Source: an optimization exercise on an open RTL-to-GDS flow (aim: small area, a short achievable clock period and few clock cycles). Production flows keep margins and buffers that such runs may drop. Only simulation tests tie the RTL to the original design; equivalence was not proved. No activity file was given, so power comes from the tool's default toggle rates.

Design stack_cpu, start of the top module:
module stack_cpu (
    input  logic        clk,
    input  logic        reset,
    output logic [23:0] flash_addr,
    output logic        flash_enable,
    input  logic [7:0]  flash_data,
    input  logic        flash_ready,
    output logic [7:0]  uart_data,
    output logic        uart_send,
    input  logic        uart_busy,
    output logic        halted
);
    localparam logic [3:0] l_hold = 4'b1010;
    localparam logic [3:0] l_sec  = 4'b1100;
    localparam logic [3:0] l_and  = 4'b1000;
    localparam logic [3:0] l_or   = 4'b1110;
    localparam logic [3:0] l_xor  = 4'b0110;
    localparam logic [3:0] l_xnor = 4'b1001;
    localparam logic [3:0] l_not  = 4'b0101;
    localparam logic [3:0] l_zero = 4'b0000;
    localparam logic [2:0] f_idle = 3'd0;    
    localparam logic [2:0] f_r1   = 3'd1;    
    localparam logic [2:0] f_r2   = 3'd2;    
    localparam logic [2:0] f_chk  = 3'd3;    
    localparam logic [2:0] f_hold = 3'd4;    
    logic [2:0]  fst;
    logic        hold_mode;
    logic        low_seen;
    logic        got;           
    logic        fail;
    logic [3:0]  c_lo;          
    logic [3:0]  c_hi;          
    logic        c_alo;         
    logic        c_ahi;         
    logic        c_sub;         
    logic        c_fsel;        
    logic        c_fz;          
    logic        c_flt;         
    logic        c_sgn;         
    logic        c_push;        
    logic        c_pop;         
    logic        c_swap;        
    logic        c_ssh;         
    logic        c_uart;        
    logic        c_taken;       
    logic        c_jump;        
    logic        c_tgt0;        
    logic        c_e2;          
    logic        c_e2imm;       
    logic        c_e3;          
    logic        pp;            
    logic        hp;            
    logic [7:0]  xb;            
    logic        armed;         
    logic        free_next;     
    logic        xv;            
    logic        dec_now;       
    logic [2:0]  imc;           
    logic        is_branch;     
    logic        taken;
    logic [7:0]  target_lo;     
    logic        imm_last;      
  ...
Size in the first run: about 1400 cells after synthesis, roughly 360 flip-flops, roughly 47 I/O pins, roughly 16000 sq um of cells after synthesis.
Settings: LEC_CHECK=0, CAP_MARGIN=20, CORE_MARGIN=2, CORE_UTILIZATION=40, CTS_CLUSTER_DIAMETER=150, CTS_CLUSTER_SIZE=25, SLEW_MARGIN=20; clock period 8.0 ns.
standard.sh (not shown) runs the stock make flow with config.mk's settings and CLKGATE_MAP_FILE= SYNTH_SCRIPT=/design/flow/synth_recipe.tcl, a recipe that flattens the netlist after the stock synthesis.
==> flow/flow/run.sh <==
#!/bin/bash
set -euo pipefail
bash standard.sh SETUP_SLACK_MARGIN=5.3 "BUFFER_PORTS_ARGS=-buffer_cell sky130_fd_sc_hd__buf_2" finish > standard_flow.log 2>&1
Testbench counts at the start, summed over its fixed seeds: cycles 320,946.
Edit:
--- a/flow/design.v
+++ b/flow/design.v
@@ -205,37 +205,37 @@
         c_e2imm <= 1'b0;
         c_e3    <= 1'b0;
         if (reset) begin
             pp     <= 1'b0;
             hp     <= 1'b0;
             halted <= 1'b0;
         end else if (c_e2) begin
             if (c_e2imm) begin
                 c_lo   <= l_sec;
                 c_hi   <= l_sec;
                 c_swap <= 1'b1;
             end else begin
-                case (xb)
-                    8'h02: begin c_hi <= l_xor; c_ahi <= 1'b1; c_pop <= 1'b1; end
-                    8'h03: begin c_hi <= l_xnor; c_ahi <= 1'b1; c_pop <= 1'b1; end
-                    8'h0a, 8'h0c: begin
+                case (xb[3:0])    
+                    4'h2: begin c_hi <= l_xor; c_ahi <= 1'b1; c_pop <= 1'b1; end
+                    4'h3: begin c_hi <= l_xnor; c_ahi <= 1'b1; c_pop <= 1'b1; end
+                    4'ha, 4'hc: begin
                         c_hi  <= l_xnor;
                         c_ahi <= 1'b1;
                         c_flt <= 1'b1;
                         c_sgn <= !xb[2];
                         c_pop <= 1'b1;
                         c_e3  <= 1'b1;
                     end
-                    8'h09: begin c_lo <= l_zero; c_hi <= l_zero; c_fsel <= 1'b1; c_pop <= 1'b1; end
-                    8'h35: begin c_lo <= l_zero; c_hi <= l_zero; c_fsel <= 1'b1; end
+                    4'h9: begin c_lo <= l_zero; c_hi <= l_zero; c_fsel <= 1'b1; c_pop <= 1'b1; end
+                    4'h5: begin c_lo <= l_zero; c_hi <= l_zero; c_fsel <= 1'b1; end
                     default: begin c_lo <= l_sec; c_hi <= l_sec; c_pop <= 1'b1; end   
                 endcase
             end
         end else if (c_e3) begin
             c_lo   <= l_zero;
             c_hi   <= l_zero;
             c_fsel <= 1'b1;
         end else if (pp && uart_free) begin
             c_lo   <= l_sec;
             c_hi   <= l_sec;
             c_pop  <= 1'b1;
             c_uart <= 1'b1;
@@ -311,43 +311,43 @@
     assign lt_u = !cout_hi;
     assign lt_s = lut[31] ? !carries[31] : second[31];
     always_ff @(posedge clk) begin
         top <= next_top;
         if (c_fz) flagq <= zero;
         if (c_flt) flagq <= c_sgn ? lt_s : lt_u;
         if (c_alo) carry <= cout_lo;
         if (c_taken) taken <= !zero;
         if (c_jump) taken <= 1'b1;
         if (c_tgt0) target_lo <= xb;
     end
     logic [31:0] mem [6];
-    logic [7:0]  ptr;
+    logic [2:0]  p;
     logic [5:0]  rsel;
     logic        tsel;
     logic        hsel;
     logic [31:0] second_d;
     always_ff @(posedge clk) begin
-        if (reset) ptr <= 8'b0100_0000;    
-        else if (c_push) ptr <= {ptr[6:0], ptr[7]};
-        else if (c_pop) ptr <= {ptr[0], ptr[7:1]};
+        if (reset) p <= 3'd6;    
+        else if (c_push) p <= p + 3'd1;
+        else if (c_pop) p <= p - 3'd1;
     end
     always_ff @(posedge clk) begin
         for (int i = 0; i < 6; i++) begin
-            if (c_push && ptr[i]) mem[i] <= second;
+            if (c_push && p == 3'(i)) mem[i] <= second;
         end
     end
     assign tsel = c_push || c_swap;
     assign hsel = !(c_push || c_swap || c_pop || c_ssh);
     always_comb begin
-        for (int i = 0; i < 6; i++) rsel[i] = c_pop && ptr[i + 1];
+        for (int i = 0; i < 6; i++) rsel[i] = c_pop && (p == 3'(i + 1));
         second_d = ({32{tsel}} & top) | ({32{c_ssh}} & {xb, second[31:8]}) | ({32{hsel}} & second);
         for (int i = 0; i < 6; i++) second_d = second_d | ({32{rsel[i]}} & mem[i]);
     end
     always_ff @(posedge clk) begin
         second <= second_d;
     end
     always_ff @(posedge clk) begin
         if (reset) begin
             uart_send <= 1'b0;
         end else if (c_uart) begin
             uart_send <= 1'b1;
         end else if (!uart_busy) begin
=> Synthesized area came out lower by 2.3%; final cell count came out lower by 1.8%; via count came out higher by 0.38%; clock-buffer cell count came out higher by 1; wire length is about the same; total power came out lower by 0.48%; critical path depth came out higher by 7; setup slack gets worse by 0.049 ns; cell area came out lower by 0.83%; die area came out lower by 2.3%; hold slack gets worse by 0.0041 ns; core utilization came out higher by 0.15 points.
Testbench counts after the change, summed over its fixed seeds: cycles 320,946.

## re-timing with driven ports
In the flow no input, the clock included, has a driving cell. The finished layouts below were timed again as built, in two steps.
Step 1 assumes that a clkbuf_16 drives the clock port and a buf_2 every other input.
Step 2 also shifts input and output timing later by t, the mid clock arrival at the registers, as if the neighbouring blocks saw the same clock.
a / b / c = no drivers / after step 1 / after step 2; a / b = the first two.
run	shift t [ns]	setup WS [ns]	worst hold slack (ns)	worst data-port slew with drivers (ns)
the first run	0.575	5.342 / 5.289 / 4.876	0.430 / 0.430 / 0.430	0.03
the second run	0.565	5.294 / 5.290 / 4.912	0.426 / 0.426 / 0.426	0.03
After both steps setup and hold are still met in every run listed. The setup slack of the first run, which loses most, moves by -0.053 ns with the drivers and by -0.466 ns with both steps.
